From an optimization exercise on the open Yosys and OpenROAD flow, aimed at a short achievable clock period and few clock cycles; shortcuts taken in it are not production practice. The RTL was checked by simulation tests, not by an equivalence proof against the original design.

==> violet: inputs <==
==> flow/design.v (excerpt) <==
module cpu_top #(
  parameter logic [31:0] RESET_PC = 32'h0000_0000
) (
  input  logic        clk,
  input  logic        rst_n,
  output logic [31:0] i_mem_addr,
  input  logic [31:0] i_mem_rdata,
  output logic [31:0] d_mem_addr,
  output logic [31:0] d_mem_wdata,
  output logic [3:0]  d_mem_wen,
  input  logic [31:0] d_mem_rdata
);
  localparam logic [6:0]  OPC_LUI    = 7'b0110111;
  localparam logic [6:0]  OPC_AUIPC  = 7'b0010111;
  localparam logic [6:0]  OPC_JAL    = 7'b1101111;
  localparam logic [6:0]  OPC_JALR   = 7'b1100111;
  localparam logic [6:0]  OPC_BRANCH = 7'b1100011;
  localparam logic [6:0]  OPC_LOAD   = 7'b0000011;
  localparam logic [6:0]  OPC_STORE  = 7'b0100011;
  localparam logic [6:0]  OPC_OPIMM  = 7'b0010011;
  localparam logic [6:0]  OPC_OP     = 7'b0110011;
  localparam int BTB_BITS = 3;
  localparam int BTB_N    = 1 << BTB_BITS;
  localparam int TAG_W    = 14 - BTB_BITS - 2 + 1;    
  logic [31:0] pc_q;
  logic [31:0] regs_q [32];
  logic             btb_v_q   [BTB_N];
  logic [TAG_W-1:0] btb_tag_q [BTB_N];
  logic [31:1]      btb_tgt_q [BTB_N];
  logic        x_valid_q;
  logic [31:0] x_pc_q, x_link_q, x_imm_q, x_rv1_q, x_rv2_q;
  logic [4:0]  x_rd_q;
  logic        x_wb_q;                      
  ...
==> flow/config.mk <==
export PLATFORM = sky130hd
export DESIGN_NAME = cpu_top
export DESIGN_NICKNAME = cpu_top
export VERILOG_FILES = /design/flow/design.v
export SDC_FILE = /design/flow/constraint.sdc
export NUM_CORES = 4
export LEC_CHECK = 0
export CAP_MARGIN = 20
export CORE_MARGIN = 2
export CORE_UTILIZATION = 30
export PLACE_DENSITY = 0.45
export SLEW_MARGIN = 20
==> flow/constraint.sdc <==
create_clock -name core_clock -period 11.0 [get_ports {clk}]
set_input_delay 2.2000 -clock core_clock [delete_from_list [all_inputs] [get_ports {clk}]]
set_output_delay 2.2000 -clock core_clock [all_outputs]
set_load 0.01 [all_outputs]
standard.sh (not shown) runs the stock make flow with config.mk's settings and CLKGATE_MAP_FILE= SYNTH_SCRIPT=/design/flow/synth_recipe.tcl, a recipe that flattens the netlist after the stock synthesis.
==> flow/flow/run.sh <==
#!/bin/bash
# Standard synthesis, then the standard layout with a larger setup-repair margin so that the
# resizer keeps working on paths well below the design's clock period. Each step logs to its own file.
# Port buffers are plain buf_4 cells (the default pick is a slow delay buffer).
set -euo pipefail
MARGIN=${MARGIN:-7.2}
bash standard.sh synth > synth.log 2>&1
bash standard.sh SETUP_SLACK_MARGIN=$MARGIN REMOVE_ABC_BUFFERS=1 floorplan > floorplan.log 2>&1
bash standard.sh SETUP_SLACK_MARGIN=$MARGIN "BUFFER_PORTS_ARGS=-buffer_cell sky130_fd_sc_hd__buf_4" place > place.log 2>&1
bash standard.sh SETUP_SLACK_MARGIN=$MARGIN cts > cts.log 2>&1
bash standard.sh SETUP_SLACK_MARGIN=$MARGIN route > route.log 2>&1
bash standard.sh SETUP_SLACK_MARGIN=$MARGIN finish > finish.log 2>&1
==> yarrow: changes against violet <==
--- a/flow/design.v
+++ b/flow/design.v
@@ -148,21 +148,30 @@
             ({32{x_a_rv_q}} & x_rv1_q) | ({32{x_a_pc_q}} & x_pc_q);
     b     = ({32{x_b_m_q}} & m_res_q) | ({32{x_b_w_q}} & w_res_q) |
             ({32{x_b_rv_q}} & x_rv2_q) | ({32{x_b_imm_q}} & x_imm_q);
     sdata = x_s_m_q ? m_res_q : (x_s_w_q ? w_res_q : x_rv2_q);
   end
-  logic cmp_co;
-  ks_add #(.W(32), .L(5)) u_alu (.a(a), .b(b ^ {32{x_sub_q}}), .cin(x_sub_q), .s(sum), .cout());
+  logic        cmp_co;
+  logic [31:0] diff;
+  ks_add #(.W(32), .L(5)) u_alu (.a(a), .b(b), .cin(1'b0), .s(sum), .cout());
   ks_add #(.W(32), .L(5)) u_adr (.a(a), .b(x_imm_q), .cin(1'b0), .s(addr), .cout());
-  ks_add #(.W(32), .L(5)) u_cmp (.a(a), .b(~b), .cin(1'b1), .s(), .cout(cmp_co));
+  ks_add #(.W(32), .L(5)) u_cmp (.a(a), .b(~b), .cin(1'b1), .s(diff), .cout(cmp_co));
   assign ltu  = !cmp_co;
   assign lt   = (a[31] ^ b[31]) ? a[31] : !cmp_co;
-  assign eq   = (a == b);
+  assign eq   = (x_a_m_q  & x_b_m_q) | (x_a_w_q & x_b_w_q) |
+                (x_a_m_q  & x_b_w_q  & (m_res_q == w_res_q)) |
+                (x_a_m_q  & x_b_rv_q & (m_res_q == x_rv2_q)) |
+                (x_a_w_q  & x_b_m_q  & (w_res_q == m_res_q)) |
+                (x_a_w_q  & x_b_rv_q & (w_res_q == x_rv2_q)) |
+                (x_a_rv_q & x_b_m_q  & (x_rv1_q == m_res_q)) |
+                (x_a_rv_q & x_b_w_q  & (x_rv1_q == w_res_q)) |
+                (x_a_rv_q & x_b_rv_q & (x_rv1_q == x_rv2_q));
   assign sh_l = a << b[4:0];
   assign sh_r = $unsigned($signed({x_sra_q & a[31], a}) >>> b[4:0]);
   always_comb begin
     alu = ({32{x_r_add_q}}  & sum) |
+          ({32{x_sub_q}}    & diff) |
           ({32{x_r_sll_q}}  & sh_l) |
           ({32{x_r_slt_q}}  & {31'd0, lt}) |
           ({32{x_r_sltu_q}} & {31'd0, ltu}) |
           ({32{x_r_xor_q}}  & (a ^ b)) |
           ({32{x_r_srl_q}}  & sh_r) |
@@ -171,27 +180,23 @@
           ({32{x_link_sel_q}} & x_link_q);
   end
   logic r_s;
   assign r_s  = (x_s_eq_q & eq) | (x_s_lt_q & lt) | (x_s_ltu_q & ltu);
   assign cond = r_s ^ x_inv_q;
-  logic [31:1] cs_s, cs_c;
-  logic [31:1] cs_k;
-  always_comb begin
-    cs_s = a[31:1] ^ x_imm_q[31:1] ^ ~x_ptgt_q[31:1];
-    cs_k = (a[31:1] & x_imm_q[31:1]) | (a[31:1] & ~x_ptgt_q[31:1]) | (x_imm_q[31:1] & ~x_ptgt_q[31:1]);
-    cs_c = {cs_k[30:1], a[0] & x_imm_q[0]};
-    jalr_ok = &(cs_s ^ cs_c);
-  end
-  logic [31:1] cb_s, cb_c, cb_k;
-  logic        br_ok, tgt_ok;
-  always_comb begin
-    cb_s  = x_pc_q[31:1] ^ x_imm_q[31:1] ^ ~x_ptgt_q[31:1];
-    cb_k  = (x_pc_q[31:1] & x_imm_q[31:1]) | (x_pc_q[31:1] & ~x_ptgt_q[31:1]) |
-            (x_imm_q[31:1] & ~x_ptgt_q[31:1]);
-    cb_c  = {cb_k[30:1], x_pc_q[0] & x_imm_q[0]};
-    br_ok = &(cb_s ^ cb_c);
-  end
+  function automatic logic tgt_match(input logic [31:0] v, input logic [31:0] imm,
+                                     input logic [31:1] ptgt);
+    logic [31:1] cs_s, cs_k, cs_c;
+    cs_s = v[31:1] ^ imm[31:1] ^ ~ptgt;
+    cs_k = (v[31:1] & imm[31:1]) | (v[31:1] & ~ptgt) | (imm[31:1] & ~ptgt);
+    cs_c = {cs_k[30:1], v[0] & imm[0]};
+    tgt_match = &(cs_s ^ cs_c);
+  endfunction
+  assign jalr_ok = (x_a_m_q  & tgt_match(m_res_q, x_imm_q, x_ptgt_q)) |
+                   (x_a_w_q  & tgt_match(w_res_q, x_imm_q, x_ptgt_q)) |
+                   (x_a_rv_q & tgt_match(x_rv1_q, x_imm_q, x_ptgt_q));
+  logic br_ok, tgt_ok;
+  assign br_ok = tgt_match(x_pc_q, x_imm_q, x_ptgt_q);
   assign tgt_ok = x_jalr_q ? jalr_ok : br_ok;
   logic x_go;
   assign x_go     = x_valid_q && !x_ldep_q;
   ks_add #(.W(32), .L(5)) u_tgt (.a(x_pc_q), .b(x_imm_q), .cin(1'b0), .s(x_tgt_b), .cout());
   assign taken    = x_jal_q | x_jalr_q | (x_branch_q & cond);
@@ -280,11 +285,11 @@
     x_jalr_q   <= d_jalr;
     x_link_sel_q <= d_jal | d_jalr;
     x_f3_q     <= funct3;
     x_sub_q    <= d_op && ins[30] && (funct3 == 3'b000);
     x_sra_q    <= ins[30];
-    x_r_add_q  <= d_lui | d_auipc | ((d_op | d_opimm) && funct3 == 3'b000);
+    x_r_add_q  <= d_lui | d_auipc | ((d_op | d_opimm) && funct3 == 3'b000 && !(d_op && ins[30]));
     x_r_sll_q  <= (d_op | d_opimm) && funct3 == 3'b001;
     x_r_slt_q  <= (d_op | d_opimm) && funct3 == 3'b010;
     x_r_sltu_q <= (d_op | d_opimm) && funct3 == 3'b011;
     x_r_xor_q  <= (d_op | d_opimm) && funct3 == 3'b100;
     x_r_srl_q  <= (d_op | d_opimm) && funct3 == 3'b101;
@@ -348,10 +353,11 @@
   end
   logic                u_set_q, u_clr_q;
   logic [BTB_BITS-1:0] u_idx_q;
   logic [TAG_W-1:0]    u_tag_q;
   logic [31:1]         u_tgt_q;
+  logic                u_jalr_q;                        
   always_ff @(posedge clk or negedge rst_n) begin
     if (!rst_n) begin
       u_set_q <= 1'b0;
       u_clr_q <= 1'b0;
     end else begin
@@ -360,11 +366,12 @@
     end
   end
   always_ff @(posedge clk) begin
     u_idx_q <= x_pc_q[BTB_BITS+1:2];
     u_tag_q <= {x_pc_q[13:BTB_BITS+2], x_pc_q[1]};
-    u_tgt_q <= x_jalr_q ? addr[31:1] : x_tgt_b[31:1];
+    u_jalr_q <= x_jalr_q;
+    u_tgt_q <= x_tgt_b[31:1];
   end
   always_ff @(posedge clk or negedge rst_n) begin
     if (!rst_n) begin
       for (int i = 0; i < BTB_N; i++) btb_v_q[i] <= 1'b0;
     end else if (u_set_q) begin
@@ -374,11 +381,11 @@
     end
   end
   always_ff @(posedge clk) begin
     if (u_set_q) begin
       btb_tag_q[u_idx_q] <= u_tag_q;
-      btb_tgt_q[u_idx_q] <= u_tgt_q;
+      btb_tgt_q[u_idx_q] <= u_jalr_q ? m_addr_q[31:1] : u_tgt_q;
     end
   end
 endmodule
 module ks_add #(
   parameter int W = 32,
==> maple: changes against violet <==
--- a/flow/design.v
+++ b/flow/design.v
@@ -38,12 +38,12 @@
   logic        x_a_m_q, x_a_w_q, x_a_rv_q, x_a_pc_q;    
   logic        x_b_m_q, x_b_w_q, x_b_rv_q, x_b_imm_q;   
   logic        x_s_m_q, x_s_w_q;                        
   logic        x_bhit_q;                                
   logic        x_nobtb_q;                               
-  logic        x_ldep_q;                                
-  logic        x_s_eq_q, x_s_lt_q, x_s_ltu_q, x_inv_q;  
+  logic        x_ldep_q;
+  logic        x_s_eq_q, x_s_lt_q, x_s_ltu_q, x_inv_q;      
   logic        x_pred_q;
   logic [31:1] x_ptgt_q;
   logic [31:1] ras_q;
   logic [31:0] m_res_q, m_addr_q, m_wdata_q;
   logic [3:0]  m_wen_q;
@@ -51,10 +51,11 @@
   logic        m_wb_q, m_load_q;
   logic [2:0]  m_f3_q;
   logic [1:0]  m_lane_q;
   logic [31:0] w_res_q;
   logic        redirect;
+  logic [31:0] redirect_pc;
   logic [31:0] ins;
   logic [6:0]  opcode;
   logic [4:0]  rd, rs1, rs2;
   logic [2:0]  funct3;
   logic [31:0] imm_i, imm_s, imm_b, imm_u, imm_j;
@@ -134,27 +135,36 @@
   assign sel_ret = d_ret;
   assign sel_hit = f_hit && !d_ret;
   assign sel_j   = g_jal && !f_hit;
   assign sel_b   = g_br && ins[31] && !f_hit;
   assign sel_p4  = !d_pred;
+  logic [31:0] early_pc, pc_d;
+  logic        k_j, k_b, k_e;
   assign pred_pc  = ({32{sel_ret}} & {ras_q, 1'b0}) |
                     ({32{sel_hit}} & {f_tgt, 1'b0}) |
                     ({32{sel_j}} & {pc_q[31:14], st_j}) |
                     ({32{sel_b}} & {pc_q[31:14], st_b}) |
                     ({32{sel_p4}} & pc_plus4);
-  logic [31:0] a, b, sdata, sum, addr, sh_l, sh_r, alu, x_tgt_b;
+  assign early_pc = redirect ? redirect_pc :
+                    (({32{sel_ret}} & {ras_q, 1'b0}) | ({32{sel_hit}} & {f_tgt, 1'b0}) |
+                     ({32{sel_p4}} & pc_plus4) | ({32{sel_j | sel_b}} & pc_q));
+  assign k_j      = sel_j && !redirect;
+  assign k_b      = sel_b && !redirect;
+  assign k_e      = !(k_j || k_b);
+  assign pc_d     = {early_pc[31:14],
+                     ({14{k_j}} & st_j) | ({14{k_b}} & st_b) | ({14{k_e}} & early_pc[13:0])};
+  logic [31:0] a, b, sdata, sum, sh_l, sh_r, alu, x_tgt_b;
   logic        lt, ltu, eq, cond, taken, jalr_ok;
   always_comb begin
     a     = ({32{x_a_m_q}} & m_res_q) | ({32{x_a_w_q}} & w_res_q) |
             ({32{x_a_rv_q}} & x_rv1_q) | ({32{x_a_pc_q}} & x_pc_q);
     b     = ({32{x_b_m_q}} & m_res_q) | ({32{x_b_w_q}} & w_res_q) |
             ({32{x_b_rv_q}} & x_rv2_q) | ({32{x_b_imm_q}} & x_imm_q);
     sdata = x_s_m_q ? m_res_q : (x_s_w_q ? w_res_q : x_rv2_q);
   end
   logic cmp_co;
   ks_add #(.W(32), .L(5)) u_alu (.a(a), .b(b ^ {32{x_sub_q}}), .cin(x_sub_q), .s(sum), .cout());
-  ks_add #(.W(32), .L(5)) u_adr (.a(a), .b(x_imm_q), .cin(1'b0), .s(addr), .cout());
   ks_add #(.W(32), .L(5)) u_cmp (.a(a), .b(~b), .cin(1'b1), .s(), .cout(cmp_co));
   assign ltu  = !cmp_co;
   assign lt   = (a[31] ^ b[31]) ? a[31] : !cmp_co;
   assign eq   = (a == b);
   assign sh_l = a << b[4:0];
@@ -200,28 +210,23 @@
   assign br_v   = x_valid_q && !x_ldep_q && x_branch_q;
   assign rd_e   = x_valid_q && (x_ldep_q || (!x_branch_q && (x_pred_q ? (!jump || !tgt_ok) : jump)));
   assign h1     = rd_e || (br_v && (x_inv_q ? x_pred_q : (!x_pred_q || !br_ok)));
   assign h0     = rd_e || (br_v && (x_inv_q ? (!x_pred_q || !br_ok) : x_pred_q));
   assign redirect = r_s ? h1 : h0;
-  logic [31:0] rpc1, rpc0, pc_d;
-  assign rpc1 = x_ldep_q ? x_pc_q :
-                x_jalr_q ? {addr[31:1], 1'b0} :
-                ((x_jal_q || (x_branch_q && !x_inv_q)) ? x_tgt_b : x_link_q);
-  assign rpc0 = x_ldep_q ? x_pc_q :
-                x_jalr_q ? {addr[31:1], 1'b0} :
-                ((x_jal_q || (x_branch_q && x_inv_q)) ? x_tgt_b : x_link_q);
-  assign pc_d = r_s ? (h1 ? rpc1 : pred_pc) : (h0 ? rpc0 : pred_pc);
+  assign redirect_pc = x_ldep_q ? x_pc_q :
+                       x_jalr_q ? {sum[31:1], 1'b0} :
+                       ((x_jal_q || (x_branch_q && cond)) ? x_tgt_b : x_link_q);
   logic [3:0]  st_wen;
   logic [31:0] st_data;
   always_comb begin
     case (x_f3_q[1:0])
       2'b00: begin
-        st_wen  = 4'b0001 << addr[1:0];
+        st_wen  = 4'b0001 << sum[1:0];
         st_data = {4{sdata[7:0]}};
       end
       2'b01: begin
-        st_wen  = addr[1] ? 4'b1100 : 4'b0011;
+        st_wen  = sum[1] ? 4'b1100 : 4'b0011;
         st_data = {2{sdata[15:0]}};
       end
       default: begin
         st_wen  = 4'b1111;
         st_data = sdata;
@@ -321,15 +326,15 @@
       m_load_q <= x_go && x_load_q;
     end
   end
   always_ff @(posedge clk) begin
     m_res_q   <= alu;
-    m_addr_q  <= addr;
+    m_addr_q  <= sum;
     m_wdata_q <= st_data;
     m_rd_q    <= x_rd_q;
     m_f3_q    <= x_f3_q;
-    m_lane_q  <= addr[1:0];
+    m_lane_q  <= sum[1:0];
   end
   always_ff @(posedge clk or negedge rst_n) begin
     if (!rst_n) begin
       ras_q <= '0;
     end else if (x_go && x_link_sel_q && x_rd_q == 5'd1) begin
@@ -360,11 +365,11 @@
     end
   end
   always_ff @(posedge clk) begin
     u_idx_q <= x_pc_q[BTB_BITS+1:2];
     u_tag_q <= {x_pc_q[13:BTB_BITS+2], x_pc_q[1]};
-    u_tgt_q <= x_jalr_q ? addr[31:1] : x_tgt_b[31:1];
+    u_tgt_q <= x_jalr_q ? sum[31:1] : x_tgt_b[31:1];
   end
   always_ff @(posedge clk or negedge rst_n) begin
     if (!rst_n) begin
       for (int i = 0; i < BTB_N; i++) btb_v_q[i] <= 1'b0;
     end else if (u_set_q) begin
==> qor summary <==
| quantity | violet | yarrow | maple |
|---|---|---|---|
| Combined global-route utilization of all metal layers | 32.32% | 34.80% | 32.01% |
| Switching Share | 36.51% | 40.35% | 34.76% |
| Count of placed standard cells including taps | 13180 | 14240 | 12700 |
| Area-dominant cell class after layout | flip-flops and latches | multi-input gates | flip-flops and latches |
| Pre-CTS WS | 5070 ps | 4965 ps | 5307 ps |
| Result of the run | timing/DRC/antenna clean | timing/DRC/antenna clean | timing/DRC/antenna clean |
| Routing usage on met3 | 8.044% | 10.08% | 8.421% |
| Fraction of the mapped netlist area in simple logic gates | 12.10% | 12.47% | 11.13% |
| Number of instances in the synthesized netlist | 9516 | 10330 | 9099 |
| Worst Path Arrival | 4850 ps | 4950 ps | 4980 ps |
| Worst-path cell with the longest stage delay | sky130_fd_sc_hd__or4_1 | sky130_fd_sc_hd__ha_4 | sky130_fd_sc_hd__or4_4 |
| Share of synthesized area occupied by flip-flops and latches | 49.88% | 46.67% | 50.96% |
| Required time at the worst-slack endpoint | 11750 ps | 11780 ps | 11750 ps |
| Vias | 85840 | 95650 | 83030 |
| Endpoint of the worst setup timing path | pc_q[13] | pc_q[0] | pc_q[27] |
| Worst-margin pin slew | 1228 ps | 1262 ps | 1243 ps |
| Sum of routed wire segments on met1 | 195900 um | 222900 um | 190900 um |
| Multi-input combinational cell count | 6707 | 7357 | 6301 |
| Initial antenna violation count | 23 | 52 | 31 |
| Clock transition at the register clock pins on the worst setup and hold paths after CTS | 70 ps | 60 ps | 60 ps |
Testbench counts of violet, summed over its fixed seeds: cycles 95,187.
Testbench counts of yarrow, summed over its fixed seeds: cycles 95,187.
Testbench counts of maple, summed over its fixed seeds: cycles 95,187.

[afterwards: timing with drivers on the ports]
In the flow no input, the clock included, has a driving cell. The finished layouts below were timed again as built, in two steps. Step 1: set_driving_cell puts a clkbuf_16 on clk and a buf_2 on each other input, an assumption about the parent block. Step 2 times the ports against the registers' clock, not the clock port: input delays grow and output delays shrink by t, the midpoint of the rising clock arrivals with the driver on. a / b / c = ideal ports / drivers / drivers and shift; a / b = the first two.
| run | t (ns) | setup WS [ns] | latest minus earliest clock arrival (ns) | worst data-port slew with drivers (ns) | cell pins on the clock port's net |
|---|---|---|---|---|---|
| violet | 1.022 | 6.901 / 6.910 / 5.888 | 0.120 / 0.120 | 0.15 | 1 |
| yarrow | 1.030 | 6.837 / 6.837 / 5.901 | 0.120 / 0.120 | 0.30 | 1 |
| maple | 0.979 | 6.770 / 6.770 / 6.156 | 0.087 / 0.087 | 0.15 | 1 |
After both steps every run listed still meets setup and hold. The setup slack of violet, which loses most, moves by +0.009 ns with the drivers and by -1.013 ns with both steps.
